Background: an optimization exercise with open tools, aiming at small area, a short achievable clock period and few clock cycles per item. Do not read the settings as production practice. RTL that was checked went through simulation tests only; none was proved equivalent to the original. No functional check of the RTL was part of runs 1 to 5. Power figures rest on the tool's default switching activity, not on a simulated workload.

==> flow/design.v <==
package mul256_pkg;
  localparam int OP_W   = 260;
  localparam int PROD_W = 520;
  localparam int ADDR_W = 6;
endpackage
module mul256_op_seq #(
  parameter int TIMEOUT = 1023
) (
  input  logic              clk,
  input  logic              rst,
  input  logic              cmd_valid,
  output logic              cmd_ready,
  input  logic [mul256_pkg::ADDR_W-1:0] cmd_a,
  input  logic [mul256_pkg::ADDR_W-1:0] cmd_b,
  input  logic [mul256_pkg::ADDR_W-1:0] cmd_dst,
  output logic              busy,
  output logic              done,
  output logic              err,
  output logic              op_read,
  output logic [mul256_pkg::ADDR_W-1:0] op_raddr,
  input  logic [mul256_pkg::OP_W-1:0]   op_rdata,
  output logic              op_write,
  output logic [mul256_pkg::ADDR_W-1:0] op_waddr,
  output logic [mul256_pkg::OP_W-1:0]   op_wdata,
  input  logic              op_wready,
  output logic              mul_start,
  output logic [mul256_pkg::OP_W-1:0]   mul_a,
  output logic [mul256_pkg::OP_W-1:0]   mul_b,
  input  logic              mul_done,
  input  logic [mul256_pkg::PROD_W-1:0] mul_p
);
  localparam int OW    = mul256_pkg::OP_W;
  localparam int AW    = mul256_pkg::ADDR_W;
  localparam int CNT_W = $clog2(TIMEOUT + 1);
  logic            jw_q, jw_n;    
  logic            jl_q, jl_n;    
  logic            jh_q, jh_n;    
  logic            jx_q, jx_n;    
  logic [AW-1:0]   jdst_q, jdst_n, jdst1_q, jdst1_n;
  logic [CNT_W-1:0] cnt_q, cnt_n;
  logic            nv_q, nv_n;
  logic [AW-1:0]   na_q, na_n, nb_q, nb_n, ndst_q, ndst_n;
  logic            pa_q, pa_n;    
  logic            ra_q, ra_n;    
  logic            rb_q, rb_n;    
  logic            fa_i_q, fb_i_q;   
  logic            fa_w_q;           
  logic            fa_h_q;           
  logic            fb_h_q;           
  logic            fhw_q;            
  logic            fd_q;             
  logic            fs_i_q, fs_h_q;   
  logic            tmo_q;            
  logic            busy_q;
  logic [AW-1:0]   raddr_q, waddr_q;
  logic [OW-1:0]   ra_reg, rh_reg;
  logic            accept, start, w_done, lo_stall, hi_ok;
  logic            need_a, have_a, hzw, hzh, hzbh, fa_h_n, fb_h_n;
  assign w_done    = jw_q && mul_done;
  assign lo_stall  = w_done && !op_wready;
  assign hi_ok     = fd_q && op_wready;                
  assign start     = fs_i_q || (fs_h_q && op_wready);
  assign cmd_ready = !nv_q || start;
  assign accept    = cmd_valid && cmd_ready;
  assign done      = hi_ok;
  assign err       = tmo_q && !mul_done;
  assign busy      = busy_q;
  assign mul_start = start;
  assign op_write  = w_done || jl_q || (fhw_q && !(fb_h_q && op_wready));
  assign op_read   = fa_i_q || fb_i_q || (fa_w_q && !mul_done) || fa_h_q ||
                     (fb_h_q && op_wready);
  assign op_raddr  = raddr_q;
  assign op_waddr  = waddr_q;
  assign op_wdata  = jw_q ? mul_p[OW-1:0] : (jl_q ? ra_reg : rh_reg);
  assign mul_a     = ra_reg;
  assign mul_b     = op_rdata;
  always_comb begin
    jw_n = (jw_q && !mul_done && !tmo_q) || start;
    jl_n = (jl_q || w_done) && !op_wready;
    jh_n = (jh_q && !hi_ok) || ((jl_q || w_done) && op_wready);
    jx_n = fhw_q && !op_wready;
    jdst_n  = start ? ndst_q : jdst_q;
    jdst1_n = start ? ndst_q + AW'(1) : jdst1_q;
    cnt_n   = start ? '0 : (jw_q ? cnt_q + CNT_W'(1) : cnt_q);
    nv_n   = (nv_q && !start) || accept;
    na_n   = accept ? cmd_a   : na_q;
    nb_n   = accept ? cmd_b   : nb_q;
    ndst_n = accept ? cmd_dst : ndst_q;
    pa_n   = !start && !lo_stall && (pa_q || ra_q);
    ra_n   = fa_i_q || (fa_w_q && !mul_done) || fa_h_q;
    rb_n   = fb_i_q || (fb_h_q && op_wready);
    need_a = nv_n && !pa_n && !ra_n;
    have_a = nv_n && (pa_n || ra_n);
    hzw    = (na_n == jdst_n) || (na_n == jdst1_n);
    hzh    = (na_n == jdst1_n);
    hzbh   = (nb_n == jdst1_n);
    fa_h_n = jh_n && !jx_n && need_a && !hzh;
    fb_h_n = jh_n && !jx_n && !(need_a && !hzh) && have_a && !rb_n && !hzbh;
  end
  always_ff @(posedge clk) begin
    if (rst) begin
      jw_q   <= 1'b0;
      jl_q   <= 1'b0;
      jh_q   <= 1'b0;
      jx_q   <= 1'b0;
      nv_q   <= 1'b0;
      pa_q   <= 1'b0;
      ra_q   <= 1'b0;
      rb_q   <= 1'b0;
      fa_i_q <= 1'b0;
      fb_i_q <= 1'b0;
      fa_w_q <= 1'b0;
      fa_h_q <= 1'b0;
      fb_h_q <= 1'b0;
      fhw_q  <= 1'b0;
      fd_q   <= 1'b0;
      fs_i_q <= 1'b0;
      fs_h_q <= 1'b0;
      tmo_q  <= 1'b0;
      busy_q <= 1'b0;
    end else begin
      jw_q   <= jw_n;
      jl_q   <= jl_n;
      jh_q   <= jh_n;
      jx_q   <= jx_n;
      nv_q   <= nv_n;
      pa_q   <= pa_n;
      ra_q   <= ra_n;
      rb_q   <= rb_n;
      fa_i_q <= !(jw_n || jl_n || jh_n) && need_a;
      fb_i_q <= !(jw_n || jl_n || jh_n) && have_a && !rb_n;
      fa_w_q <= jw_n && need_a && !hzw;
      fa_h_q <= fa_h_n;
      fb_h_q <= fb_h_n;
      fhw_q  <= jh_n && !fa_h_n;
      fd_q   <= jh_n && !fa_h_n && !fb_h_n;
      fs_i_q <= !(jw_n || jl_n || jh_n) && nv_n && pa_n && rb_n;
      fs_h_q <= jh_n && nv_n && pa_n && rb_n;
      tmo_q  <= jw_n && !start && (cnt_n == CNT_W'(TIMEOUT));
      busy_q <= nv_n || jw_n || jl_n || jh_n;
    end
  end
  always_ff @(posedge clk) begin
    jdst_q  <= jdst_n;
    jdst1_q <= jdst1_n;
    cnt_q   <= cnt_n;
    na_q    <= na_n;
    nb_q    <= nb_n;
    ndst_q  <= ndst_n;
    raddr_q <= (fb_h_n || (!(jw_n || jl_n || jh_n) && have_a)) ? nb_n : na_n;
    waddr_q <= jh_n ? jdst1_n : jdst_n;
  end
  always_ff @(posedge clk) begin
    if (lo_stall)  ra_reg <= mul_p[OW-1:0];
    else if (ra_q) ra_reg <= op_rdata;
  end
  always_ff @(posedge clk) begin
    if (jw_q) rh_reg <= mul_p[2*OW-1:OW];
  end
endmodule
==> flow/flow/run.sh <==
#!/bin/bash
# Standard layout, except that the port buffers are the smallest buffer cell
# instead of the clock-delay cell buffer_ports picks by default.
set -euo pipefail
export BUFFER_PORTS_ARGS="-buffer_cell sky130_fd_sc_hd__buf_1"
bash standard.sh > standard_flow.log 2>&1
==> flow/standard.sh <==
#!/bin/bash
# synth_recipe.tcl (not shown) runs the flow's synth.tcl, then flattens the netlist and writes it again
# the make line also repeats each setting of config.mk as NAME=value (left out here)
make -C /OpenROAD-flow-scripts/flow DESIGN_CONFIG=/design/flow/config.mk WORK_HOME=/design/flow/orfs CLKGATE_MAP_FILE= SYNTH_SCRIPT=/design/flow/synth_recipe.tcl "${@:-finish}"
==> flow/config.mk <==
export PLATFORM = sky130hd
export DESIGN_NAME = mul256_op_seq
export DESIGN_NICKNAME = mul256_op_seq
export VERILOG_FILES = /design/flow/design.v
export SDC_FILE = /design/flow/constraint.sdc
export NUM_CORES = 4
export LEC_CHECK = 0
export CAP_MARGIN = 20
export CORE_AREA = 10 10 590 590
export DIE_AREA = 0 0 600 600
export SLEW_MARGIN = 20
==> flow/constraint.sdc <==
create_clock -name core_clock -period 4.5 [get_ports {clk}]
set_input_delay 0.9000 -clock core_clock [delete_from_list [all_inputs] [get_ports {clk}]]
set_output_delay 0.9000 -clock core_clock [all_outputs]
set_load 0.01 [all_outputs]
==> impl_metrics.tcl, run 1 <==
set metrics [dict create \
    status "timing/DRC/antenna clean" \
    cts_buffer_depth 4 \
    hp-start "mul_p[303]" \
    die_x_um 600 \
    rsz0062_at_grt "no" \
    clkPwrFrac_pct 45.3 \
    yosysSeqAreaShare_pct 59.51 \
    p_int_w 0.01061 \
    clk_pin_slew_ns 0.06 \
    root_buffer "clkbuf_16" \
    finalClockSkew_ns 0.06531 \
    critPathSlowestCell "dfxtp_4" \
    finalCritPeriodShare_pct 92.89 \
    critPathCaptureType "output port" \
    cts_sinks 589 \
    tightest_slew_ns 1.136 \
    post_drt_wl_per_cell_um 41.79 \
    setup_viol 0 \
    power_density_nw_per_um2 361.5 \
    die_y_um 600 \
    synth_nets 3012 \
    fin_crit_ns 4.180 \
    cp_max_fo 46 \
    critPathTopFamily "buffers and inverters" \
    cp.required_ns 3.60 \
    slew_headroom_pct 24.57 \
    grt_max_degree 103 \
    clk_latency_ns 0.82 \
    gp_congestion 1.000 \
    yosys_warnings 1 \
    grt_busiest_layer "met2" \
    path_cells "buf_12 -> mux2i_1 -> o21ai_0 -> buf_1" \
    comb_power_share_pct 11.8 \
    synthFlopType "edfxtp_1" \
    max_freq_mhz 239.2 \
    peakVddDrop_mv 0.2692 \
    cts_made_buffers 84 \
    grt_pass1_wl_um 391700 \
    first_global_vias 24960 \
    drc 0 \
    use_met2_pct 30.34 \
    timing.rr.start "jw_q$_SDFF_PP0_" \
    drt-initial-drc-count 2775 \
    use_met3_pct 13.55 \
    io_buffers 1601 \
    num_rows 212 \
    dieArea_sq_um 360000 \
    path_buf_inv 2 \
    layout_commonest_cell "buf_1" \
    h-tree-depth 3 \
    critPathArrivalTime_ns 3.28 \
    critPathKind "reg2out" \
    dp.final_hpwl_um 307300 \
    finalNetCount 4366 \
    ys_ff_latch 589 \
    start_util_pct 8.576 \
    swShare_pct 29.06 \
    hp-class "in2reg" \
    p_leak_nw 11.68 \
    synth_edf_count 526 \
    wl_um 337800 \
    seq_power_share_pct 42.9 \
    met1_usage_pct 16.88 \
    rr_worst_depth 5 \
    instances_no_fill 8084 \
    layout_common_cells "buf_1, edfxtp_1, mux2i_1" \
    viasPerCell 3.254 \
    dp_cells 7861 \
    maxCapViolCount 0 \
    whs_path_depth 1 \
    route.vias.total 26310 \
    antenna_found_initial 331 \
    track_usage_pct 17.76 \
    layout_setup_ws_ns 0.3200 \
    p_sw_w 0.004348 \
    tritoncts "done" \
    ys_types 49 \
    async_reset_ff_share_pct 0 \
    area_growth_pct 44.39 \
    syn_avg_cell_area_sq_um 12.99 \
    overflow 0 \
    worst-path-stages 4 \
    hold_viol_final 0 \
    cp_slowest_stage_delay_ns 0.73 \
    synth_cells 2207 \
    io_pins 1602 \
    critPathLaunchType "flip-flop" \
    drtAntennaViolNets 0 \
    crit_start "jl_q$_SDFF_PP0_" \
    dr.pass1.iters 6 \
    netlist_area_sq_um 28660 \
    drive_gt1_share_pct 14.13 \
    core_area_sq_um 334200 \
    final_max_slew_viol_count 0 \
    post-place-ws_ns 0.7455 \
]
## kinds of logic (layout without fill, tap and decap cells)
logic type,after synthesis,after routing,share of synthesized area [%]
other,0,73,0
AOI/OAI and AO/OA,284,284,5.239
adders and majority gates,2,2,0.08730
muxes,551,551,20.52
DFF,589,589,59.51
buffers and inverters,411,1828,8.932
xor gates and xnor gates,26,26,0.7945
and+or+nand+nor,344,344,4.920
## power by group through the flow
stage	combinational [W]	sequential (W)	clock, W
CTS	0.00181	0.00642	0.00708
finish	0.00177	0.00642	0.00677
global placement	0.00180	0.00653	0
global route	0.00189	0.00644	0.00722
detailed placement	0.00180	0.00653	0
floorplan	0.000750	0.00652	0
## what timing repair did
action                                  in CTS  in global routing
resized for setup                            5                  0
hold buffers                                 0                  0
setup buffers                                1                  0
endpoints found under the setup margin       8                  0
## worst register-to-register path, stage by stage (launching register included)
cell and delay (ns):
dfxtp_4 0.83, buf_4 0.51, nand3b_1 0.24, buf_12 0.24
nand2b_4 0.49, buf_12 0.49
## layout make-up
cell class | count | area (sq um)
timing repair buffer | 1652 | 6829
multi-input combinational | 1207 | 9059
tap | 4387 | 5489
sequential | 589 | 17060
fill | 38220 | 292800
clock buffer | 101 | 2235
clock inverter | 48 | 422.9
antenna | 73 | 182.7
inverter | 27 | 103.9
## cells in the mapped netlist (2+ instances only)
cell type    n  area [sq um]
buf_1       18         67.56
xnor2_1     15         131.4
a21oi_1      9         45.04
nor2_1      25         93.84
dfxtp_1     63          1261
ha_1         2         25.02
mux2i_4      2         45.04
edfxtp_1   526         15800
nor4_1       3         18.77
buf_4      261          1959
o21ai_0    264          1321
clkbuf_1    99         371.6
buf_2        3         15.01
nand4_1      4         25.02
and3_1       4         25.02
nand3b_1     2         15.01
nand3_1      6         30.03
buf_6        2         22.52
nor3_1       6         30.03
and2_1       2         12.51
xor2_1      11         96.34
inv_1       25         93.84
nand2_1    280          1051
mux2i_1    285          2853
or3_1        3         18.77
mux2i_2      4         55.05
nand2b_1     2         12.51
mux2_2     260          2928
## final timing paths
| path | to | slack (ns) |
|---|---|---|
| worst max-delay path | op_wdata[108] | 0.32 |
| worst min-delay path | rh_reg[43]$_DFFE_PP_ | 0.25 |
| worst max register to register | ra_reg[91]$_DFFE_PP_ | 1.22 |
| worst min register to register | jdst_q[5]$_DFF_P_ | 0.50 |
## through the flow
| step | power (W) | hold slack [ns] | area [sq um] | TNS (ns) | utilization, % |
|---|---|---|---|---|---|
| 3_5_place_dp | 0.008334 | 0.4914 | 38520 | 0 | 11.52 |
| 3_3_place_gp | 0.008328 | 0.4875 | 38520 | 0 | 11.52 |
| 5_1_grt | 0.01555 | 0.1591 | 41250 | 0 | 12.34 |
| 6_report | 0.01496 | 0.2451 | 41380 | 0 | 12.38 |
| 2_1_floorplan | 0.007274 | 0.4502 | 28710 | -148.02 | - |
| 4_1_cts | 0.01531 | 0.1132 | 41200 | 0 | 12.33 |
## layer usage
metal  up-vias  share of wire [%]
met2      2034                 48
met3       746                 17
met1     12690                 31
met4       228                3.3
li1      10610                  -
met5         -               0.45
==> run 2, diff against run 1 <==
--- a/flow/config.mk
+++ b/flow/config.mk
@@ -8,4 +8,5 @@
 export CAP_MARGIN = 20
 export CORE_AREA = 10 10 590 590
 export DIE_AREA = 0 0 600 600
+export SETUP_SLACK_MARGIN = 1.5
 export SLEW_MARGIN = 20
==> impl_metrics.tcl, run 2 <==
set metrics [dict create \
    max_freq_mhz 297.6 \
    cts_sinks 589 \
    layout_common_cells "buf_1, edfxtp_1, mux2_2" \
    postPlaceCellArea_sq_um 38690 \
    dp_cells 7868 \
    netlist_area_sq_um 28660 \
    final_max_slew_viol_count 0 \
    synth_cells 2207 \
    yosysSeqAreaShare_pct 59.51 \
    cp_max_fo 7 \
    cts_made_buffers 88 \
    n_fill_cell 37670 \
    yosys.area.top_type "edfxtp_1" \
    hp-class "in2reg" \
    fin_util_pct 14.60 \
    first_global_vias 25790 \
    timing.rr.start "jw_q$_SDFF_PP0_" \
    rsz0062_at_grt "yes" \
    fin_area_sq_um 48800 \
    drtAntennaViolNets 0 \
    ys_ff_latch 589 \
    num_rows 212 \
    track_usage_pct 18.17 \
    yosys-top-cells-area "edfxtp_1, mux2_2, mux2i_1, buf_4, o21ai_0" \
    drc 0 \
    maxCapViolCount 0 \
    post_drt_wl_per_cell_um 43.55 \
    postCtsHoldBufs 0 \
    instances_no_fill 8306 \
    clk_pin_slew_ns 0.07 \
    die_x_um 600 \
    synth.top_cell.area_share_pct 55.11 \
    tritoncts "done" \
    synth_edf_count 526 \
    p_leak_nw 15.19 \
    start_util_pct 8.576 \
    finalClockSkew_ns 0.04329 \
    core_area_sq_um 334200 \
    io_buffers 1601 \
    syn_avg_cell_area_sq_um 12.99 \
    route.vias.total 28620 \
    setup_viol 0 \
    synthFlopType "edfxtp_1" \
    reg2reg_slack_ns 1.57 \
    area_growth_pct 70.25 \
    post-place-ws_ns 0.7240 \
    critPathCaptureType "output port" \
    hp-start "mul_p[391]" \
    async_reset_ff_share_pct 0 \
    critPathSlowestCell "dfxtp_4" \
    cp_slowest_stage_delay_ns 0.36 \
    finalCritPeriodShare_pct 74.66 \
    crit_start "jl_q$_SDFF_PP0_" \
    status "timing/DRC/antenna clean" \
    layout_setup_ws_ns 1.140 \
    root_buffer "clkbuf_16" \
    critPathArrivalTime_ns 2.46 \
    synth_nets 3012 \
    clk_latency_ns 0.84 \
    dieArea_sq_um 360000 \
    ys_types 49 \
    grt_pass1_wl_um 401400 \
    hold_viol_final 0 \
    drive_gt1_share_pct 31.71 \
    critPathKind "reg2out" \
    post-synth-top-count-cell "edfxtp_1" \
    finalPower_w 0.01564 \
    io_pins 1602 \
    grt_max_degree 93 \
    overflow 0 \
    synth_commonest_cells "edfxtp_1, mux2i_1, nand2_1" \
    layout_commonest_cell "buf_1" \
    tightest_slew_ns 1.016 \
    peakVddDrop_mv 0.2638 \
    wl_um 361700 \
    power_density_nw_per_um2 320.6 \
    cts_buffer_depth 4 \
    gp_congestion 0.9694 \
    viasPerCell 3.445 \
    yosys_warnings 1 \
    critPathLaunchType "flip-flop" \
    fin_crit_ns 3.360 \
    die_y_um 600 \
    drt-initial-drc-count 3095 \
    antenna_found_initial 341 \
    h-tree-depth 3 \
    dp.final_hpwl_um 306100 \
    finalNetCount 4597 \
    path_cells "buf_12 -> buf_16 -> buf_12 -> buf_16 -> mux2i_4 -> o21ai_4 -> buf_6" \
    cp.required_ns 3.60 \
    dr.pass1.iters 6 \
    slew_headroom_pct 32.54 \
]
-- run 2: cell counts after synthesis --
Identical to the previous run, type by type.
-- run 2: routing by layer --
metal  part of all wire [%]  vias up  GRT usage (%)  wire length, um
li1                       -    11140              -                -
met3                     16      824          13.02            59000
met4                    3.1      292          3.854            11190
met1                     36    14030          19.54           128400
met2                     44     2330          28.90           160900
met5                   0.61        -          1.308             2196
-- run 2: critical path: cells and delay by family (launching register included) --
family / cells / cell delay [ns]
mux: 1 / 0.21
flops: 1 / 0.36
buf+inv: 5 / 0.77
compound gates: 1 / 0.26
-- run 2: cells by family (layout without fill, tap and decap cells) --
logic type,after synthesis,after routing,synth area share [%]
other,0,62,0
adder cells (fa/ha/maj),2,2,0.08730
AND/OR/NAND/NOR,344,344,4.920
flip-flops,589,589,59.51
XOR/XNOR,26,26,0.7945
buffers and inverters,411,2061,8.932
AO/OA/AOI/OAI,284,284,5.239
multiplexers,551,551,20.52
-- run 2: where the power goes --
group	total, W	leakage (nW)	switching [W]	internal (W)
logic	0.00198	8.53	0.00136	0.000623
registers	0.00644	5.30	0.000208	0.00624
clock network	0.00721	1.36	0.00315	0.00406
-- run 2: what timing repair did --
action                     CTS  global route
gates cloned                21            51
hold endpoints to repair     0             0
pin swaps                   18            46
setup buffers               56            93
gates resized for setup    667           634
setup endpoints to repair  447           268
-- run 2: path summary, 6_finish.rpt --
path / endpoint / cells past startpoint
min reg2reg: nb_q[0]$_DFF_P_ / 2
max reg2reg: ra_reg[40]$_DFFE_PP_ / 9
max: op_wdata[237] / 7
min: rh_reg[131]$_DFFE_PP_ / 1
-- run 2: metrics by stage --
| step | hold WS (ns) | TNS (ns) |
|---|---|---|
| final | 0.2289 | 0 |
| after global routing | 0.1794 | 0 |
| after CTS | 0.1173 | 0 |
| after detailed placement | 0.4941 | 0 |
| after global placement | 0.4876 | 0 |
| after floorplan | 0.4502 | -148.02 |
-- run 2: cell type report --
| class | count | area [sq um] | area share, % |
|---|---|---|---|
| Tap cell | 4387 | 5489 | 11.25 |
| Antenna cell | 62 | 155.1 | 0.3180 |
| Timing Repair Buffer | 1879 | 11940 | 24.48 |
| Clock inverter | 44 | 415.4 | 0.8513 |
| Multi-Input combinational cell | 1207 | 11230 | 23.01 |
| Inverter | 27 | 103.9 | 0.2128 |
| Clock buffer | 111 | 2396 | 4.910 |
| Sequential cell | 589 | 17060 | 34.97 |
==> run 3, diff against run 2 <==
--- a/flow/config.mk
+++ b/flow/config.mk
@@ -7,6 +7,7 @@
 export LEC_CHECK = 0
 export CAP_MARGIN = 20
 export CORE_AREA = 10 10 590 590
+export CTS_BUF_LIST = sky130_fd_sc_hd__clkbuf_8
 export DIE_AREA = 0 0 600 600
 export SETUP_SLACK_MARGIN = 1.5
 export SLEW_MARGIN = 20
==> impl_metrics.tcl, run 3 <==
set metrics [dict create \
    status "timing/DRC/antenna clean" \
    start_util_pct 8.576 \
    root_buffer "clkbuf_8" \
    viasPerCell 3.403 \
    clk_latency_ns 0.97 \
    cp_max_fo 9 \
    track_usage_pct 18.30 \
    setup_viol 0 \
    synth_edf_count 526 \
    cts_sinks 589 \
    netlist_area_sq_um 28660 \
    peakVddDrop_mv 0.2208 \
    tritoncts "done" \
    die_x_um 600 \
    dieArea_sq_um 360000 \
    wl_um 357300 \
    h-tree-depth 4 \
    core_area_sq_um 334200 \
    rsz0062_at_grt "yes" \
    fin_util_pct 14.71 \
    dp.final_hpwl_um 306100 \
    tightest_slew_ns 1.085 \
    dr.pass1.iters 5 \
    antenna_found_initial 340 \
    synth_cells 2207 \
    hold-worst-slack_ns 0.1675 \
    cts_buffer_depth 4 \
    ys_types 49 \
    drive_gt1_share_pct 28.97 \
    gp_congestion 0.9694 \
    yosys_warnings 1 \
    async_reset_ff_share_pct 0 \
    yosys.area.top_type "edfxtp_1" \
    finalPower_w 0.01530 \
    synth_nets 3012 \
    grt_pass1_wl_um 407500 \
    hp-class "in2reg" \
    yosys-top-cells-area "edfxtp_1, mux2_2, mux2i_1, buf_4, o21ai_0" \
    yosysSeqAreaShare_pct 59.51 \
    post_drt_wl_per_cell_um 41.67 \
    maxCapViolCount 0 \
    cts_made_buffers 139 \
    cp.required_ns 3.60 \
    drc 0 \
    finalCritPeriodShare_pct 76.17 \
    finalNetCount 4788 \
    ys_ff_latch 589 \
    layout_common_cells "buf_1, edfxtp_1, nand2_1" \
    p_leak_nw 15.59 \
    critPathCaptureType "output port" \
    post-synth-top-count-cell "edfxtp_1" \
    dp_cells 7868 \
    layout_commonest_cell "buf_1" \
    synthFlopType "edfxtp_1" \
    grt_max_degree 93 \
    area_growth_pct 71.59 \
    max_freq_mhz 291.7 \
    instances_no_fill 8575 \
    io_pins 1602 \
    num_rows 212 \
    overflow 0 \
    die_y_um 600 \
    clk_pin_slew_ns 0.05 \
    finalClockSkew_ns 0.07762 \
    hold_viol_final 0 \
    slew_headroom_pct 27.98 \
    critPathKind "reg2out" \
    critPathArrivalTime_ns 2.53 \
    final_max_slew_viol_count 0 \
    io_buffers 1601 \
    power_density_nw_per_um2 311.1 \
    synth.top_cell.area_share_pct 55.11 \
    drt-initial-drc-count 2912 \
    setup_tns_ns 0 \
    syn_avg_cell_area_sq_um 12.99 \
    critPathLaunchType "flip-flop" \
    fin_crit_ns 3.428 \
    drtAntennaViolNets 0 \
    first_global_vias 27470 \
    synth_commonest_cells "edfxtp_1, mux2i_1, nand2_1" \
    route.vias.total 29180 \
]
## run 3: cell type report
cell class | instances | area [sq um]
antenna | 101 | 252.7
clock inverter | 102 | 710.7
tap | 4387 | 5489
inverter | 27 | 106.4
sequential | 589 | 17060
multi-input combinational | 1207 | 10720
clock buffer | 143 | 1968
fill | 37680 | 285000
timing repair buffer | 2019 | 12860
## run 3: worst paths after layout
check                           cells after the start               endpoint               from  slack, ns
worst max-delay path                                7          op_wdata[239]    jl_q$_SDFF_PP0_       1.07
worst min register to register                      2        ra_q$_SDFF_PP0_  fa_i_q$_SDFF_PP0_       0.48
worst max register to register                     12     raddr_q[2]$_DFF_P_    jw_q$_SDFF_PP0_       1.68
worst min-delay path                                1  rh_reg[153]$_DFFE_PP_         mul_p[413]       0.17
## run 3: power by group
part	switching, W	internal [W]
registers	0.000205	0.00624
logic	0.00145	0.000714
clock network	0.00321	0.00349
total	0.00486	0.0104
## run 3: worst max-delay path, stage by stage, from the launching register on
cell and delay, ns:
dfxtp_4 0.35, buf_12 0.15, buf_16 0.17, buf_12 0.16, buf_16 0.15, mux2i_4 0.19
o21ai_2 0.19, buf_6 0.19
## run 3: per-stage QoR
stage,instance area [sq um],setup WS (ns)
5_1_grt,49020,0.8848
4_1_cts,45740,0.8069
3_5_place_dp,38690,0.7240
2_1_floorplan,28730,-0.5693
3_3_place_gp,38680,0.7244
6_report,49180,1.072
## run 3: timing repair
action,CTS,global route
pin swaps,16,30
cloned,27,30
setup buffers,33,86
resized for setup,473,665
endpoints found under the setup margin,455,277
hold buffers,185,0
endpoints found under the hold margin,185,0
## run 3: cells by family (layout without fill, tap and decap cells)
logic type | after synthesis | in the layout | share of synthesized area, %
other | 0 | 101 | 0
flip-flops | 589 | 589 | 59.51
AND/OR/NAND/NOR | 344 | 344 | 4.920
XOR/XNOR | 26 | 26 | 0.7945
adder cells (fa/ha/maj) | 2 | 2 | 0.08730
buffers and inverters | 411 | 2291 | 8.932
multiplexers | 551 | 551 | 20.52
AO/OA/AOI/OAI | 284 | 284 | 5.239
## run 3: per-layer routing
| metal | part of all wire [%] | up-vias | global-route usage (%) | wire length (um) |
|---|---|---|---|---|
| met5 | 0.50 | - | 0.7137 | 1791 |
| met4 | 3.0 | 248 | 4.440 | 10570 |
| met3 | 15 | 747 | 11.84 | 53130 |
| met2 | 44 | 2305 | 28.72 | 158700 |
| met1 | 37 | 14320 | 20.61 | 133200 |
| li1 | - | 11570 | - | - |
==> run 4, diff against run 3 <==
--- a/flow/config.mk
+++ b/flow/config.mk
@@ -5,9 +5,9 @@
 export SDC_FILE = /design/flow/constraint.sdc
 export NUM_CORES = 4
 export LEC_CHECK = 0
+export ABC_AREA = 1
 export CAP_MARGIN = 20
 export CORE_AREA = 10 10 590 590
-export CTS_BUF_LIST = sky130_fd_sc_hd__clkbuf_8
 export DIE_AREA = 0 0 600 600
 export SETUP_SLACK_MARGIN = 1.5
 export SLEW_MARGIN = 20
==> impl_metrics.tcl, run 4 <==
set metrics [dict create \
    status "timing/DRC/antenna clean" \
    n_fill_cell 37960 \
    layout_setup_ws_ns 0.9613 \
    post_drt_wl_per_cell_um 40.12 \
    cp.required_ns 3.60 \
    drc 0 \
    finalNetCount 5230 \
    postPlaceCellArea_sq_um 39120 \
    synth_edf_count 526 \
    hp-class "in2reg" \
    tritoncts "done" \
    io_pins 1602 \
    dr.pass1.iters 9 \
    dieArea_sq_um 360000 \
    tightest_slew_ns 1.053 \
    critPathLaunchType "flip-flop" \
    overflow 0 \
    first_global_vias 29580 \
    clk_latency_ns 0.82 \
    cp_slowest_stage_delay_ns 0.50 \
    clk_pin_slew_ns 0.06 \
    num_rows 212 \
    fin_util_pct 14.42 \
    yosysSeqAreaShare_pct 59.28 \
    track_usage_pct 18.24 \
    route.vias.total 32760 \
    critPathSlowestCell "a22oi_2" \
    fin_crit_ns 3.539 \
    netlist_area_sq_um 28770 \
    ys_types 38 \
    finalCritPeriodShare_pct 78.64 \
    viasPerCell 3.651 \
    critPathCaptureType "output port" \
    synth_commonest_cells "nand2_1, edfxtp_1, inv_1" \
    critPathTopFamily "buffers and inverters" \
    p_leak_nw 17.88 \
    fin_area_sq_um 48190 \
    die_x_um 600 \
    critPathArrivalTime_ns 2.64 \
    drive_gt1_share_pct 21.61 \
    path_cells "buf_4 -> buf_16 -> a21oi_1 -> a22oi_2 -> buf_2" \
    grt_max_degree 104 \
    finalClockSkew_ns 0.07349 \
    crit_start "jw_q$_SDFF_PP0_" \
    dp.final_hpwl_um 299400 \
    power_density_nw_per_um2 311.5 \
    antenna_found_initial 294 \
    setup_tns_ns 0 \
    hold_viol_final 0 \
    drt-initial-drc-count 4102 \
    reg2reg_slack_ns 1.75 \
    root_buffer "clkbuf_16" \
    post-synth-top-count-cell "nand2_1" \
    multi_input_area_sq_um 9679 \
    rsz0062_at_grt "yes" \
    async_reset_ff_share_pct 0 \
    yosys_warnings 1 \
    syn_avg_cell_area_sq_um 9.844 \
    start_util_pct 8.609 \
    regArea_sq_um 17060 \
    layout_commonest_cell "buf_1" \
    setup_viol 0 \
    cp_max_fo 44 \
    final_max_slew_viol_count 0 \
    ys_ff_latch 589 \
    cts_made_buffers 82 \
    cts_sinks 589 \
    die_y_um 600 \
    hp-start "mul_p[270]" \
    timing.rr.start "jw_q$_SDFF_PP0_" \
    gp_congestion 1.001 \
    synth_nets 3728 \
    maxCapViolCount 0 \
    max_freq_mhz 282.6 \
    drtAntennaViolNets 0 \
    grt_pass1_wl_um 410600 \
    post-place-ws_ns 0.6410 \
    io_buffers 1601 \
    area_growth_pct 67.49 \
    layout_common_cells "buf_1, nand2_1, edfxtp_1" \
    synth.top_cell.area_share_pct 54.89 \
    slew_headroom_pct 30.06 \
    core_area_sq_um 334200 \
    finalPower_w 0.01501 \
    critPathKind "reg2out" \
    yosys.area.top_type "edfxtp_1" \
    synth_cells 2923 \
    path_buf_inv 3 \
    cts_buffer_depth 4 \
    yosys-top-cells-area "edfxtp_1, nand2_1, buf_4, a22oi_1, o21ai_0" \
    wl_um 360000 \
    synthFlopType "edfxtp_1" \
    h-tree-depth 3 \
    peakVddDrop_mv 0.4289 \
]
run 4: cell count changes after synthesis, sizes merged, moves of 8 or more:
cell    change
nand2     +382
a21oi     +255
clkbuf     +64
buf         -8
xnor2      -14
inv       +288
mux2      -260
nor2       +12
o21ai      +11
mux2i     -291
a22oi     +260
nand3      +39
run 4: per-layer routing:
layer / wire [um] / up-vias / GRT usage, %
li1: - / 13000 / -
met1: 122400 / 15970 / 19.37
met2: 164100 / 2850 / 29.87
met3: 54900 / 787 / 11.01
met4: 17540 / 156 / 6.240
met5: 1039 / - / 0.3304
run 4: path summary, 6_finish.rpt:
| kind | cells after the start | end |
|---|---|---|
| max | 5 | op_wdata[103] |
| max reg2reg | 8 | waddr_q[4]$_DFF_P_ |
| min reg2reg | 2 | cnt_q[5]$_DFF_P_ |
| min | 1 | rh_reg[10]$_DFFE_PP_ |
run 4: layout make-up:
type                            instances  share of cell area, %
Timing Repair inverter                  5                 0.2622
Clock inverter                         42                 0.7815
Sequential cell                       589                  35.41
Antenna cell                          103                 0.5348
Timing Repair Buffer                 1851                  24.52
Tap cell                             4387                  11.39
Inverter                              316                  2.516
Clock buffer                          100                  4.507
Multi-Input combinational cell       1580                  20.08
run 4: through the flow:
step | hold WS (ns) | std cells
final | 0.2451 | 8973
after global placement | 0.4777 | 8528
after floorplan | 0.4499 | 2923
after detailed placement | 0.4878 | 8528
after CTS | 0.1660 | 8761
after global routing | 0.2112 | 8922
run 4: repair_timing:
item | CTS | global route
gates resized for setup | 349 | 661
hold buffers | 0 | 0
buffers inserted | 49 | 73
pin swaps | 51 | 123
setup endpoints to repair | 470 | 338
cloned | 42 | 36
run 4: logic make-up (layout without fill, tap and decap cells):
logic type                 after synthesis  after routing  share of synthesized area (%)
AOI/OAI and AO/OA                      807            807                          16.37
and+or+nand+nor                        763            765                          10.66
buffers and inverters                  756           2314                          13.42
DFF                                    589            589                          59.28
xor gates and xnor gates                 6              6                         0.1826
adders and majority gates                2              2                        0.08695
other                                    0            103                              0
run 4: report_power, final:
part           internal [W]  leakage (nW)  switching, W  total [W]
combinational      0.000549          11.3       0.00145    0.00200
clock               0.00372          1.25       0.00292    0.00664
sequential          0.00620          5.30      0.000175    0.00638
total                0.0105          17.9       0.00454     0.0150
==> run 5, diff against run 4 <==
==> flow/config.mk (replaced) <==
export PLATFORM = sky130hd
export DESIGN_NAME = mul256_op_seq
export DESIGN_NICKNAME = mul256_op_seq
export VERILOG_FILES = /design/flow/design.v
export SDC_FILE = /design/flow/constraint.sdc
export NUM_CORES = 4
export LEC_CHECK = 0
export CAP_MARGIN = 20
export CORE_AREA = 5 5 345 345
export DIE_AREA = 0 0 350 350
export SETUP_SLACK_MARGIN = 1.5
export SLEW_MARGIN = 20
==> impl_metrics.tcl, run 5 <==
set metrics [dict create \
    status "aborted with a tool error" \
    lastStage "I/O pin placement (3_2_place_iop)" \
    firstError "[ERROR PPL-0024] Number of IO pins (1602) exceeds maximum number of available positions (1264). Increase the die perimeter from 1400.00um to 2178.72um." \
    num_rows 124 \
    async_reset_ff_share_pct 0 \
    ys_ff_latch 589 \
    netlist_area_sq_um 28660 \
    post-synth-top-count-cell "edfxtp_1" \
    ys_types 49 \
    start_util_pct 25.00 \
    synth_edf_count 526 \
    syn_avg_cell_area_sq_um 12.99 \
    synth_commonest_cells "edfxtp_1, mux2i_1, nand2_1" \
    synth_nets 3012 \
    yosys_warnings 1 \
    die_y_um 350 \
    yosys.area.top_type "edfxtp_1" \
    yosys-top-cells-area "edfxtp_1, mux2_2, mux2i_1, buf_4, o21ai_0" \
    synth_cells 2207 \
    yosysSeqAreaShare_pct 59.51 \
    synthFlopType "edfxtp_1" \
    die_x_um 350 \
    synth.top_cell.area_share_pct 55.11 \
]
[run 5: cell count changes after synthesis, moves of 7 or more]
cell      delta
o21ai_0      -7
nand2_2     -15
mux2i_1    +285
inv_1      -286
xnor2_1     +14
buf_1        +8
clkbuf_1    -62
a21oi_1    -257
nand2_1    -362
mux2_2     +260
nor2_1      -12
a22oi_1    -260
nand3_1     -35
[run 5: kinds of logic after synthesis]
family | after synthesis | synth area share [%]
flip-flops | 589 | 59.51
multiplexers | 551 | 20.52
buffers and inverters | 411 | 8.932
AND/OR/NAND/NOR | 344 | 4.920
AO/OA/AOI/OAI | 284 | 5.239
XOR/XNOR | 26 | 0.7945
adder cells (fa/ha/maj) | 2 | 0.08730
==> run 6, diff against run 5 <==
--- a/flow/design.v
+++ b/flow/design.v
@@ -54,6 +54,9 @@
   logic            busy_q;
   logic [AW-1:0]   raddr_q, waddr_q;
   logic [OW-1:0]   ra_reg, rh_reg;
+  localparam int NSL = 10;
+  localparam int SLW = OW / NSL;
+  logic [NSL-1:0]  selw_q, sell_q;
   logic            accept, start, w_done, lo_stall, hi_ok;
   logic            need_a, have_a, hzw, hzh, hzbh, fa_h_n, fb_h_n;
   assign w_done    = jw_q && mul_done;
@@ -71,7 +74,12 @@
                      (fb_h_q && op_wready);
   assign op_raddr  = raddr_q;
   assign op_waddr  = waddr_q;
-  assign op_wdata  = jw_q ? mul_p[OW-1:0] : (jl_q ? ra_reg : rh_reg);
+  for (genvar g = 0; g < NSL; g++) begin : g_wd
+    mul256_op_seq_bit u_selw (.clk(clk), .d(!rst && jw_n), .q(selw_q[g]));
+    mul256_op_seq_bit u_sell (.clk(clk), .d(!rst && jl_n), .q(sell_q[g]));
+    assign op_wdata[g*SLW +: SLW] = selw_q[g] ? mul_p[g*SLW +: SLW] :
+                                    (sell_q[g] ? ra_reg[g*SLW +: SLW] : rh_reg[g*SLW +: SLW]);
+  end
   assign mul_a     = ra_reg;
   assign mul_b     = op_rdata;
   always_comb begin
@@ -158,3 +166,10 @@
     if (jw_q) rh_reg <= mul_p[2*OW-1:OW];
   end
 endmodule
+module mul256_op_seq_bit (
+  input  logic clk,
+  input  logic d,
+  output logic q
+);
+  always_ff @(posedge clk) q <= d;
+endmodule
--- a/flow/config.mk
+++ b/flow/config.mk
@@ -6,7 +6,9 @@
 export NUM_CORES = 4
 export LEC_CHECK = 0
 export CAP_MARGIN = 20
-export CORE_AREA = 5 5 345 345
-export DIE_AREA = 0 0 350 350
-export SETUP_SLACK_MARGIN = 1.5
+export CORE_AREA = 10 10 590 590
+export DIE_AREA = 0 0 600 600
+export SETUP_SLACK_MARGIN = 2.0
 export SLEW_MARGIN = 20
+export SYNTH_HIERARCHICAL = 1
+export SYNTH_MINIMUM_KEEP_SIZE = 0
==> impl_metrics.tcl, run 6 <==
set metrics [dict create \
    ys_ff_latch 609 \
    wl_um 337100 \
    overflow 0 \
    route.vias.total 27660 \
    setup_tns_ns 0 \
    rsz0062_at_grt "yes" \
    start_util_pct 8.706 \
    grt_max_degree 108 \
    drt-initial-drc-count 2679 \
    cp_slowest_stage_delay_ns 0.36 \
    postPlaceCellArea_sq_um 38690 \
    synth_edf_count 526 \
    synth.top_cell.area_share_pct 54.28 \
    drc 0 \
    netlist_area_sq_um 29100 \
    post-synth-top-count-cell "edfxtp_1" \
    synth_commonest_cells "edfxtp_1, mux2i_1, nand2_1" \
    path_common_cell "buf_6" \
    seq_power_share_pct 41.8 \
    post_drt_wl_per_cell_um 40.60 \
    async_reset_ff_share_pct 0 \
    critPathArrivalTime_ns 2.17 \
    layout_commonest_cell "buf_1" \
    drtAntennaViolNets 0 \
    yosysSeqAreaShare_pct 59.99 \
    cp.required_ns 3.60 \
    n_fill_cell 37770 \
    cts_made_buffers 88 \
    yosys_warnings 8 \
    fin_area_sq_um 47890 \
    finalClockSkew_ns 0.02514 \
    die_x_um 600 \
    hp-class "in2reg" \
    p_sw_w 0.004419 \
    p_leak_nw 14.97 \
    cts_sinks 609 \
    h-tree-depth 3 \
    clk_pin_slew_ns 0.06 \
    power_density_nw_per_um2 328.9 \
    root_buffer "clkbuf_16" \
    grt_pass1_wl_um 392000 \
    track_usage_pct 17.61 \
    post-place-ws_ns 0.8790 \
    viasPerCell 3.332 \
    critPathLaunchType "flip-flop" \
    antenna_found_initial 288 \
    maxCapViolCount 0 \
    core_area_sq_um 334200 \
    tritoncts "done" \
    slew_headroom_pct 29.12 \
    synth_nets 3039 \
    max_freq_mhz 325.9 \
    layout_common_cells "buf_1, edfxtp_1, nand2_1" \
    io_buffers 1601 \
    crit_start "g_wd[3].u_sell.q$_DFF_P_" \
    layout_setup_ws_ns 1.432 \
    finalCritPeriodShare_pct 68.18 \
    clk_latency_ns 0.81 \
    io_pins 1602 \
    dr.pass1.iters 6 \
    fin_crit_ns 3.068 \
    critPathKind "reg2out" \
    first_global_vias 26680 \
    gp_congestion 0.9582 \
    tightest_slew_ns 1.063 \
    area_growth_pct 64.57 \
    die_y_um 600 \
    critPathSlowestCell "dfxtp_4" \
    finalNetCount 4582 \
    peakVddDrop_mv 0.2858 \
    regArea_sq_um 17530 \
    dieArea_sq_um 360000 \
    cts_buffer_depth 4 \
    setup_viol 0 \
    clkPwrFrac_pct 46.4 \
    critPathCaptureType "output port" \
    p_int_w 0.01133 \
    swShare_pct 28.06 \
    synthFlopType "edfxtp_1" \
    hold_viol_final 0 \
    ys_types 47 \
    status "timing/DRC/antenna clean" \
    hp-start "mul_p[316]" \
    path_cells "buf_12 -> buf_16 -> buf_6 -> mux2i_4 -> o21ai_4 -> buf_6" \
    multi_input_area_sq_um 10320 \
    fin_util_pct 14.33 \
    timing.rr.start "jw_q$_SDFF_PP0_" \
    synth_cells 2234 \
    num_rows 212 \
    yosys.area.top_type "edfxtp_1" \
    syn_avg_cell_area_sq_um 13.03 \
    final_max_slew_viol_count 0 \
    drive_gt1_share_pct 30.92 \
    dp.final_hpwl_um 293400 \
    yosys-top-cells-area "edfxtp_1, mux2_2, mux2i_1, buf_4, dfxtp_1" \
    comb_power_share_pct 11.7 \
    cp_max_fo 5 \
]
run 6: area by class of cell:
type / instances / share of cell area [%]
timing repair buffer: 1839 / 23.70
antenna: 73 / 0.3815
inverter: 33 / 0.2848
clock inverter: 48 / 1.184
multi-input combinational: 1205 / 21.55
clock buffer: 107 / 4.813
sequential: 609 / 36.62
tap: 4387 / 11.46
timing repair inverter: 1 / 0.01829
run 6: kinds of logic (layout without fill, tap and decap cells):
group | after synthesis | in the layout | share of synthesized area [%]
flops | 609 | 609 | 59.99
other cells | 0 | 73 | 0
simple gates | 333 | 333 | 4.558
compound gates | 293 | 293 | 5.371
buf+inv | 420 | 2028 | 8.927
xor+xnor | 27 | 27 | 0.8127
mux | 550 | 550 | 20.25
fa+ha+maj | 2 | 2 | 0.08599
run 6: power groups by stage:
| stage | sequential, W | combinational, W | clock, W |
|---|---|---|---|
| after floorplan | 0.00671 | 0.000740 | 0 |
| after detailed placement | 0.00671 | 0.00172 | 0 |
| final | 0.00658 | 0.00185 | 0.00731 |
| after global routing | 0.00660 | 0.00196 | 0.00774 |
| after global placement | 0.00670 | 0.00172 | 0 |
| after CTS | 0.00657 | 0.00185 | 0.00760 |
run 6: per-stage QoR:
stage | hold slack, ns | cells | total power (W)
2_1_floorplan | 0.4392 | 2234 | 0.007450
3_3_place_gp | 0.4623 | 7881 | 0.008423
3_5_place_dp | 0.4680 | 7881 | 0.008428
4_1_cts | 0.1546 | 8196 | 0.01602
5_1_grt | 0.2000 | 8261 | 0.01630
6_report | 0.2627 | 8302 | 0.01575
run 6: path summary, 6_finish.rpt:
check,to,slack (ns),cells past startpoint
max,op_wdata[84],1.43,6
min,rh_reg[56]$_DFFE_PP_,0.26,1
min reg2reg,nb_q[1]$_DFF_P_,0.51,2
max reg2reg,ra_reg[149]$_DFFE_PP_,2.13,5
run 6: modules after synthesis (local to each module, per instance):
| module | copies in the design | cells | cell area, sq um | flops+latches |
|---|---|---|---|---|
| mul256_op_seq | 1 | 2214 | 28700 | 589 |
| mul256_op_seq_bit | 20 | 1 | 20.02 | 1 |
run 6: timing repair:
| item | in CTS | in global routing |
|---|---|---|
| gates cloned | 24 | 2 |
| setup endpoints to repair | 344 | 300 |
| setup buffers | 136 | 31 |
| resized for setup | 1334 | 221 |
| hold buffers | 0 | 0 |
| endpoints found under the hold margin | 0 | 0 |
| pin swaps | 45 | 72 |
run 6: metal layers:
metal	part of all wire [%]	GRT usage, %
met1	32	17.26
met2	49	30.89
met3	14	10.79
met4	4.0	5.210
met5	0.29	0.3304
run 6: worst max-delay path, delay by kind of cell, from the launching register on:
kind                   cells  cell delay, ns
buffers and inverters      4            0.56
flip-flops                 1            0.36
AO/OA/AOI/OAI              1            0.23
multiplexers               1            0.22
Testbench counts of run 6, summed over its fixed seeds: cycles 13,465, items 1,600.
==> run 7, diff against run 6 <==
--- a/flow/config.mk
+++ b/flow/config.mk
@@ -8,7 +8,7 @@
 export CAP_MARGIN = 20
 export CORE_AREA = 10 10 590 590
 export DIE_AREA = 0 0 600 600
-export SETUP_SLACK_MARGIN = 2.0
+export SETUP_SLACK_MARGIN = 2.4
 export SLEW_MARGIN = 20
 export SYNTH_HIERARCHICAL = 1
 export SYNTH_MINIMUM_KEEP_SIZE = 0
==> impl_metrics.tcl, run 7 <==
set metrics [dict create \
    gp_congestion 0.9582 \
    cp.required_ns 3.60 \
    tightest_slew_ns 1.059 \
    drc 0 \
    cts_made_buffers 88 \
    drtAntennaViolNets 0 \
    slew_headroom_pct 29.37 \
    postCtsHoldBufs 0 \
    layout_commonest_cell "buf_1" \
    antenna_found_initial 290 \
    finalClockSkew_ns 0.03069 \
    die_x_um 600 \
    ys_types 47 \
    synthFlopType "edfxtp_1" \
    post-synth-top-count-cell "edfxtp_1" \
    finalPower_w 0.01618 \
    viasPerCell 3.366 \
    cts_sinks 609 \
    power_density_nw_per_um2 315.4 \
    wl_um 346300 \
    area_growth_pct 76.29 \
    dr.pass1.iters 5 \
    synth_cells 2234 \
    post-place-ws_ns 0.8790 \
    rsz0062_at_grt "yes" \
    root_buffer "clkbuf_16" \
    num_rows 212 \
    dp.final_hpwl_um 293400 \
    clk_pin_slew_ns 0.06 \
    synth.top_cell.area_share_pct 54.28 \
    drt-initial-drc-count 2745 \
    setup_viol 0 \
    grt_max_degree 108 \
    ys_ff_latch 609 \
    status "timing/DRC/antenna clean" \
    syn_avg_cell_area_sq_um 13.03 \
    layout_setup_ws_ns 1.421 \
    overflow 0 \
    critPathArrivalTime_ns 2.18 \
    layout_common_cells "buf_1, edfxtp_1, buf_6" \
    first_global_vias 27030 \
    maxCapViolCount 0 \
    netlist_area_sq_um 29100 \
    grt_pass1_wl_um 396800 \
    synth_commonest_cells "edfxtp_1, mux2i_1, nand2_1" \
    synth_edf_count 526 \
    drive_gt1_share_pct 47.38 \
    async_reset_ff_share_pct 0 \
    clk_latency_ns 0.79 \
    max_freq_mhz 324.7 \
    final_max_slew_viol_count 0 \
    io_pins 1602 \
    cts_buffer_depth 4 \
    cp_max_fo 5 \
    core_area_sq_um 334200 \
    n_fill_cell 37430 \
    tritoncts "done" \
    start_util_pct 8.706 \
    die_y_um 600 \
    h-tree-depth 3 \
    fin_crit_ns 3.079 \
    yosysSeqAreaShare_pct 59.99 \
    synth_nets 3039 \
    dieArea_sq_um 360000 \
    critPathKind "reg2out" \
    yosys-top-cells-area "edfxtp_1, mux2_2, mux2i_1, buf_4, dfxtp_1" \
    whs_path_depth 1 \
    io_buffers 1601 \
    track_usage_pct 17.82 \
    post_drt_wl_per_cell_um 41.32 \
    yosys.area.top_type "edfxtp_1" \
    finalCritPeriodShare_pct 68.43 \
    hp-class "in2reg" \
    peakVddDrop_mv 0.3009 \
    critPathLaunchType "flip-flop" \
    critPathCaptureType "output port" \
    p_leak_nw 17.66 \
    yosys_warnings 8 \
    rr_worst_depth 14 \
    route.vias.total 28210 \
    finalNetCount 4659 \
    hold_viol_final 0 \
]
## run 7: cells by family (layout without fill, tap and decap cells)
| group | after synthesis | after routing | synth area share, % |
|---|---|---|---|
| buffers and inverters | 420 | 2105 | 8.927 |
| DFF | 609 | 609 | 59.99 |
| adders and majority gates | 2 | 2 | 0.08599 |
| other | 0 | 74 | 0 |
| xor gates and xnor gates | 27 | 27 | 0.8127 |
| and+or+nand+nor | 333 | 333 | 4.558 |
| muxes | 550 | 550 | 20.25 |
| AOI/OAI and AO/OA | 293 | 293 | 5.371 |
## run 7: cell type report
class                           count  area [sq um]  area share (%)
Antenna cell                       74         185.2          0.3610
Tap cell                         4387          5489           10.70
Clock inverter                     48         566.8           1.105
Timing Repair Buffer             1916         14570           28.39
Inverter                           33         136.4          0.2659
Clock buffer                      107          2305           4.493
Timing Repair inverter              1         8.758         0.01707
Sequential cell                   609         17560           34.22
Multi-Input combinational cell   1205         10480           20.44
## run 7: path summary, 6_finish.rpt
kind | startpoint | endpoint | slack (ns)
setup / recovery | g_wd[3].u_sell.q$_DFF_P_ | op_wdata[103] | 1.42
hold / removal | mul_p[316] | rh_reg[56]$_DFFE_PP_ | 0.26
setup reg to reg | fs_h_q$_SDFF_PP0_ | fd_q$_SDFF_PP0_ | 2.11
hold reg to reg | nb_q[1]$_DFF_P_ | nb_q[1]$_DFF_P_ | 0.51
## run 7: Yosys stat by module (local to each module, per instance)
module / flops+latches / cells inside / area (sq um)
mul256_op_seq: 589 / 2214 / 28700
mul256_op_seq_bit: 1 / 1 / 20.02
## run 7: worst max-delay path, cell delays in order (launching register included)
cell,delay (ns)
dfxtp_4,0.36
buf_12,0.15
buf_8,0.13
mux2i_4,0.22
o21ai_4,0.35
buf_6,0.17
## run 7: per-stage QoR
stage / hold WS, ns / util (%) / cells / setup TNS, ns / cell area, sq um
final: 0.2647 / 15.35 / 8380 / 0 / 51300
after detailed placement: 0.4680 / 11.58 / 7881 / 0 / 38690
after global routing: 0.2002 / 15.32 / 8339 / 0 / 51190
after CTS: 0.1546 / 14.66 / 8234 / 0 / 48980
after floorplan: 0.4392 / - / 2234 / -178.07 / 29230
after global placement: 0.4623 / 11.58 / 7881 / 0 / 38690
## run 7: per-layer routing
layer,vias to the layer above,GRT usage (%),part of all wire (%)
li1,11250,-,-
met5,-,0,0.35
met1,13770,17.27,32
met2,2224,31.07,49
met3,785,11.18,15
met4,172,5.809,4.3
## run 7: where the power goes
part | switching, W | total (W) | leakage, nW | internal (W)
Clock | 0.00304 | 0.00733 | 1.40 | 0.00429
Sequential | 0.000193 | 0.00660 | 5.48 | 0.00641
Combinational | 0.00129 | 0.00225 | 10.8 | 0.000963
## run 7: what timing repair did
item / CTS / global route
setup buffers: 169 / 55
setup endpoints to repair: 1172 / 769
gates resized for setup: 2206 / 399
gates cloned: 29 / 17
pin swaps: 53 / 82
==> run 8, diff against run 7 <==
--- a/flow/config.mk
+++ b/flow/config.mk
@@ -8,7 +8,7 @@
 export CAP_MARGIN = 20
 export CORE_AREA = 10 10 590 590
 export DIE_AREA = 0 0 600 600
-export SETUP_SLACK_MARGIN = 2.4
+export SETUP_SLACK_MARGIN = 1.5
 export SLEW_MARGIN = 20
 export SYNTH_HIERARCHICAL = 1
 export SYNTH_MINIMUM_KEEP_SIZE = 0
==> impl_metrics.tcl, run 8 <==
set metrics [dict create \
    setup_viol 0 \
    dp_cells 7881 \
    synth_commonest_cells "edfxtp_1, mux2i_1, nand2_1" \
    die_x_um 600 \
    postCtsHoldBufs 0 \
    synth_nets 3039 \
    cp_max_fo 8 \
    area_growth_pct 52.83 \
    cts_made_buffers 88 \
    post_drt_wl_per_cell_um 40.52 \
    netlist_area_sq_um 29100 \
    fin_util_pct 13.31 \
    num_rows 212 \
    root_buffer "clkbuf_16" \
    die_y_um 600 \
    ys_ff_latch 609 \
    h-tree-depth 3 \
    dr.pass1.iters 5 \
    critPathLaunchType "flip-flop" \
    cp.required_ns 3.60 \
    final_max_slew_viol_count 0 \
    critPathArrivalTime_ns 2.10 \
    io_buffers 1601 \
    yosys.area.top_type "edfxtp_1" \
    yosys-top-cells-area "edfxtp_1, mux2_2, mux2i_1, buf_4, dfxtp_1" \
    layout_common_cells "buf_1, edfxtp_1, nand2_1" \
    cp_slowest_stage_delay_ns 0.35 \
    overflow 0 \
    reg2reg_slack_ns 1.95 \
    core_area_sq_um 334200 \
    path_buf_inv 4 \
    gp_congestion 0.9582 \
    status "timing/DRC/antenna clean" \
    tritoncts "done" \
    finalCritPeriodShare_pct 66.75 \
    path_common_cell "buf_12" \
    layout_commonest_cell "buf_1" \
    finalClockSkew_ns 0.02812 \
    critPathTopFamily "buffers and inverters" \
    rsz0062_at_grt "yes" \
    syn_avg_cell_area_sq_um 13.03 \
    tightest_slew_ns 1.075 \
    instances_no_fill 8180 \
    grt_pass1_wl_um 385300 \
    synth.top_cell.area_share_pct 54.28 \
    wl_um 331500 \
    critPathSlowestCell "dfxtp_4" \
    max_freq_mhz 332.9 \
    start_util_pct 8.706 \
    synth_edf_count 526 \
    viasPerCell 3.306 \
    async_reset_ff_share_pct 0 \
    maxCapViolCount 0 \
    hp-class "in2reg" \
    dp.final_hpwl_um 293400 \
    synth_cells 2234 \
    drive_gt1_share_pct 22.43 \
    track_usage_pct 17.34 \
    yosysSeqAreaShare_pct 59.99 \
    ys_types 47 \
    cts_sinks 609 \
    post-synth-top-count-cell "edfxtp_1" \
    grt_max_degree 108 \
    drc 0 \
    critPathCaptureType "output port" \
    power_density_nw_per_um2 351.4 \
    n_fill_cell 38030 \
    route.vias.total 27040 \
    timing.rr.start "fs_h_q$_SDFF_PP0_" \
    crit_start "g_wd[3].u_sell.q$_DFF_P_" \
    hp-start "mul_p[316]" \
    p_leak_nw 13.31 \
    cts_buffer_depth 4 \
    drt-initial-drc-count 2640 \
    critPathKind "reg2out" \
    io_pins 1602 \
    hold_viol_final 0 \
    path_cells "buf_12 -> buf_12 -> buf_12 -> mux2i_4 -> o21ai_2 -> buf_6" \
    clk_latency_ns 0.79 \
    slew_headroom_pct 28.33 \
    yosys_warnings 8 \
    antenna_found_initial 305 \
    first_global_vias 25900 \
    fin_crit_ns 3.004 \
    drtAntennaViolNets 0 \
    finalNetCount 4472 \
    clk_pin_slew_ns 0.06 \
    synthFlopType "edfxtp_1" \
    peakVddDrop_mv 0.2790 \
    dieArea_sq_um 360000 \
]
[run 8: logic make-up (layout without fill, tap and decap cells)]
group / count (synthesis) / count (layout) / share of synthesized area, %
AOI/OAI and AO/OA: 293 / 293 / 5.371
xor gates and xnor gates: 27 / 27 / 0.8127
adders and majority gates: 2 / 2 / 0.08599
buffers and inverters: 420 / 1918 / 8.927
DFF: 609 / 609 / 59.99
muxes: 550 / 550 / 20.25
other: 0 / 61 / 0
and+or+nand+nor: 333 / 333 / 4.558
[run 8: final timing paths]
| kind | endpoint | cells past startpoint |
|---|---|---|
| max | op_wdata[80] | 6 |
| min | rh_reg[56]$_DFFE_PP_ | 1 |
| max reg2reg | fa_w_q$_SDFF_PP0_ | 7 |
| min reg2reg | ra_q$_SDFF_PP0_ | 2 |
[run 8: timing repair]
| item | CTS | global route |
|---|---|---|
| pin swaps | 8 | 20 |
| setup endpoints to repair | 264 | 93 |
| buffers inserted | 66 | 8 |
| gates cloned | 9 | 0 |
| gates resized for setup | 632 | 152 |
[run 8: area by class of cell]
class	instances	area (sq um)	area share (%)
flip-flops and latches	609	17520	39.41
multi-input cells	1205	9587	21.56
repair buffers	1730	8720	19.61
well taps	4387	5489	12.34
clock buffers	107	2305	5.183
clock inverters	48	566.8	1.275
diodes	61	152.6	0.3433
inverters	33	126.4	0.2842
[run 8: power breakdown]
group / total, W / switching (W) / internal [W]
combinational: 0.00175 / 0.00118 / 0.000568
sequential: 0.00658 / 0.000175 / 0.00640
clock: 0.00730 / 0.00301 / 0.00429
total: 0.0156 / 0.00437 / 0.0113
[run 8: Yosys stat by module, one instance, submodules excluded]
module             cells inside  cell area [sq um]  times used
mul256_op_seq_bit             1              20.02          20
mul256_op_seq              2214              28700           1
[run 8: per-stage QoR]
| stage | power [W] | hold WS, ns | setup slack, ns | cell area, sq um | setup TNS, ns |
|---|---|---|---|---|---|
| after global placement | 0.008423 | 0.4623 | 0.8583 | 38690 | 0 |
| after global routing | 0.01619 | 0.2018 | 1.383 | 44380 | 0 |
| after detailed placement | 0.008428 | 0.4680 | 0.8790 | 38690 | 0 |
| final | 0.01563 | 0.2630 | 1.496 | 44470 | 0 |
| after CTS | 0.01595 | 0.1546 | 1.293 | 43830 | 0 |
| after floorplan | 0.007450 | 0.4392 | -0.6849 | 29230 | -178.07 |
[run 8: per-layer routing]
| layer | part of all wire, % | global-route usage (%) | up-vias |
|---|---|---|---|
| met4 | 3.7 | 4.861 | 180 |
| li1 | - | - | 10830 |
| met5 | 0.36 | 0 | - |
| met2 | 49 | 30.50 | 2099 |
| met1 | 31 | 16.69 | 13170 |
| met3 | 16 | 11.21 | 766 |
==> run 9, diff against run 8 <==
--- a/flow/design.v
+++ b/flow/design.v
@@ -54,7 +54,7 @@
   logic            busy_q;
   logic [AW-1:0]   raddr_q, waddr_q;
   logic [OW-1:0]   ra_reg, rh_reg;
-  localparam int NSL = 10;
+  localparam int NSL = 20;
   localparam int SLW = OW / NSL;
   logic [NSL-1:0]  selw_q, sell_q;
   logic            accept, start, w_done, lo_stall, hi_ok;
==> impl_metrics.tcl, run 9 <==
set metrics [dict create \
    status "timing/DRC/antenna clean" \
    netlist_area_sq_um 29480 \
    drt-initial-drc-count 2987 \
    overflow 0 \
    rsz0062_at_grt "yes" \
    io_pins 1602 \
    antenna_found_initial 319 \
    h-tree-depth 3 \
    dp.final_hpwl_um 293500 \
    cts_sinks 629 \
    path_cells "mux2i_1 -> o21ai_0 -> buf_1" \
    wl_um 325200 \
    io_buffers 1601 \
    start_util_pct 8.820 \
    n_fill_cell 38250 \
    dp_cells 7892 \
    ys_types 49 \
    drive_gt1_share_pct 19.31 \
    critPathTopFamily "flip-flops" \
    clk_latency_ns 0.83 \
    tritoncts "done" \
    fin_crit_ns 2.994 \
    post_drt_wl_per_cell_um 39.82 \
    critPathSlowestCell "dfxtp_4" \
    grt_pass1_wl_um 378000 \
    critPathArrivalTime_ns 2.09 \
    synth_nets 3051 \
    yosys.area.top_type "edfxtp_1" \
    yosysSeqAreaShare_pct 60.58 \
    instances_no_fill 8165 \
    num_rows 212 \
    critPathLaunchType "flip-flop" \
    die_x_um 600 \
    synth_cells 2246 \
    peakVddDrop_mv 0.2894 \
    critPathKind "reg2out" \
    yosys-top-cells-area "edfxtp_1, mux2_2, mux2i_1, dfxtp_1, buf_4" \
    ys_ff_latch 629 \
    cts_buffer_depth 4 \
    final_max_slew_viol_count 0 \
    power_density_nw_per_um2 366.9 \
    clk_pin_slew_ns 0.06 \
    maxCapViolCount 0 \
    cts_made_buffers 90 \
    setup_viol 0 \
    synth_commonest_cells "edfxtp_1, mux2i_1, nand2_1" \
    synthFlopType "edfxtp_1" \
    slew_headroom_pct 30.92 \
    drc 0 \
    layout_common_cells "buf_1, edfxtp_1, mux2i_1" \
    cp.required_ns 3.60 \
    cp_max_fo 13 \
    yosys_warnings 8 \
    path_buf_inv 1 \
    post-synth-top-count-cell "edfxtp_1" \
    gp_congestion 0.9580 \
    hold-worst-slack_ns 0.2309 \
    core_area_sq_um 334200 \
    grt_max_degree 96 \
    first_global_vias 25040 \
    finalClockSkew_ns 0.08411 \
    tightest_slew_ns 1.040 \
    p_leak_nw 12.54 \
    hp-class "in2reg" \
    finalNetCount 4423 \
    setup_tns_ns 0 \
    hold_viol_final 0 \
    finalCritPeriodShare_pct 66.53 \
    syn_avg_cell_area_sq_um 13.12 \
    postCtsHoldBufs 0 \
    max_freq_mhz 334.0 \
    viasPerCell 3.296 \
    cp_slowest_stage_delay_ns 0.51 \
    root_buffer "clkbuf_16" \
    critPathCaptureType "output port" \
    fin_util_pct 12.85 \
    route.vias.total 26920 \
    synth_edf_count 526 \
    async_reset_ff_share_pct 0 \
    layout_commonest_cell "buf_1" \
    drtAntennaViolNets 0 \
    die_y_um 600 \
    synth.top_cell.area_share_pct 53.58 \
    track_usage_pct 16.99 \
    dieArea_sq_um 360000 \
    dr.pass1.iters 5 \
    area_growth_pct 45.71 \
]
## run 9: cell count changes in the layout (fill, tap and decap cells not counted), moves of 12 or more
cell,change
mux2i_4,-18
buf_4,-45
buf_6,-60
mux2i_1,+34
o21ai_1,-63
mux2i_2,-15
diode_2,+29
buf_16,-12
dfxtp_4,+13
buf_2,+45
buf_1,+32
o21ai_2,-22
o21ai_0,+93
buf_12,-23
## run 9: stage by stage
step	power (W)	area [sq um]	worst slack [ns]
6_report	0.01576	42950	1.506
5_1_grt	0.01631	42830	1.469
3_3_place_gp	0.008614	39020	0.8003
3_5_place_dp	0.008623	39020	0.7959
4_1_cts	0.01607	42670	1.398
2_1_floorplan	0.007634	29610	-0.7134
## run 9: final timing paths
kind / from / end / slack, ns / depth (start not counted)
worst min-delay path: cmd_dst[1] / ndst_q[1]$_DFFE_PN_ / 0.23 / 1
worst min register to register: jdst_q[4]$_DFF_P_ / jdst_q[4]$_DFF_P_ / 0.50 / 2
worst max register to register: fs_h_q$_SDFF_PP0_ / fd_q$_SDFF_PP0_ / 1.70 / 10
worst max-delay path: g_wd[15].u_sell.q$_DFF_P_ / op_wdata[196] / 1.51 / 3
## run 9: cells by family after synthesis
kind of cell / count (synthesis) / share of synthesized area, %
XOR/XNOR: 28 / 0.8319
flip-flops: 629 / 60.58
multiplexers: 551 / 19.91
AND/OR/NAND/NOR: 343 / 4.762
AO/OA/AOI/OAI: 286 / 5.136
buffers and inverters: 407 / 8.693
adder cells (fa/ha/maj): 2 / 0.08488
## run 9: final cells by class
class / count / area [sq um] / share of cell area, %
flip-flops and latches: 629 / 17990 / 41.88
multi-input cells: 1210 / 9180 / 21.37
repair buffers: 1657 / 7071 / 16.46
well taps: 4387 / 5489 / 12.78
clock buffers: 111 / 2434 / 5.666
clock inverters: 51 / 450.4 / 1.049
diodes: 90 / 225.2 / 0.5244
inverters: 30 / 115.1 / 0.2680
## run 9: worst reg2reg max path, stage by stage, from the launching register on
cell and delay (ns):
dfxtp_1 0.35, a21oi_4 0.08, buf_4 0.16, buf_4 0.18, a21boi_4 0.56, buf_4 0.29
mux2i_2 0.36, xnor2_1 0.16, nor3_2 0.23, a21oi_2 0.11, a311oi_2 0.23
## run 9: Yosys stat by module, one instance, submodules excluded
module,cell area [sq um],times used,flip-flops and latches
mul256_op_seq_bit,20.02,40,1
mul256_op_seq,28680,1,589
## run 9: layer usage
metal	share of wire (%)	GRT usage [%]	wire, um	vias to the layer above
li1	-	-	-	10800
met1	33	17.57	108700	13060
met2	47	28.53	154000	2107
met3	16	11.61	52120	717
met4	2.6	3.328	8521	238
met5	0.55	0.6741	1784	-
## run 9: what timing repair did
action / in CTS / in global routing
pin swaps: 2 / 1
setup buffers: 21 / 0
setup endpoints to repair: 264 / 32
gates resized for setup: 494 / 28
## run 9: power by group
group	internal [W]	switching, W	total (W)
clock	0.00413	0.00314	0.00728
combinational	0.000547	0.00117	0.00172
sequential	0.00657	0.000186	0.00676
total	0.0113	0.00450	0.0158
Testbench counts of run 9, summed over its fixed seeds: cycles 13,465, items 1,600.

-- re-timing with driven ports --
No port has a modelled driver above. Below, the same layouts with a new extraction and two added sets of constraints. Step 1 (the two cells are an assumption about what drives the block):
set clk [get_ports {clk}]
set_driving_cell -lib_cell sky130_fd_sc_hd__clkbuf_16 $clk
set_driving_cell -lib_cell sky130_fd_sc_hd__buf_2 [delete_from_list [all_inputs] $clk]
Step 2 also shifts input and output timing later by t, the mid clock arrival at the registers, as if the neighbouring blocks saw the same clock. a / b / c = ideal / step 1 / step 2; a / b = the first two.
| run | shift t [ns] | setup WS [ns] | hold WS [ns] |
|---|---|---|---|
| run 1 | 0.876 | 0.320 / 0.237 / 0.936 | 0.245 / 0.209 / 0.500 |
| run 2 | 0.885 | 1.140 / 1.060 / 0.782 | 0.229 / 0.189 / 0.508 |
| run 3 | 1.012 | 1.072 / 0.991 / 0.779 | 0.167 / 0.127 / 0.482 |
| run 4 | 0.873 | 0.961 / 0.875 / 1.310 | 0.245 / 0.202 / 0.503 |
| run 6 | 0.865 | 1.432 / 1.351 / 1.287 | 0.263 / 0.218 / 0.507 |
| run 7 | 0.862 | 1.421 / 1.341 / 1.255 | 0.265 / 0.216 / 0.506 |
| run 8 | 0.861 | 1.496 / 1.416 / 1.100 | 0.263 / 0.219 / 0.483 |
| run 9 | 0.870 | 1.506 / 1.426 / 0.840 | 0.231 / 0.181 / 0.505 |
After both steps every run listed still meets setup and hold. For run 9, which loses most, drivers alone change the setup slack by -0.080 ns; drivers and shift together by -0.666 ns.
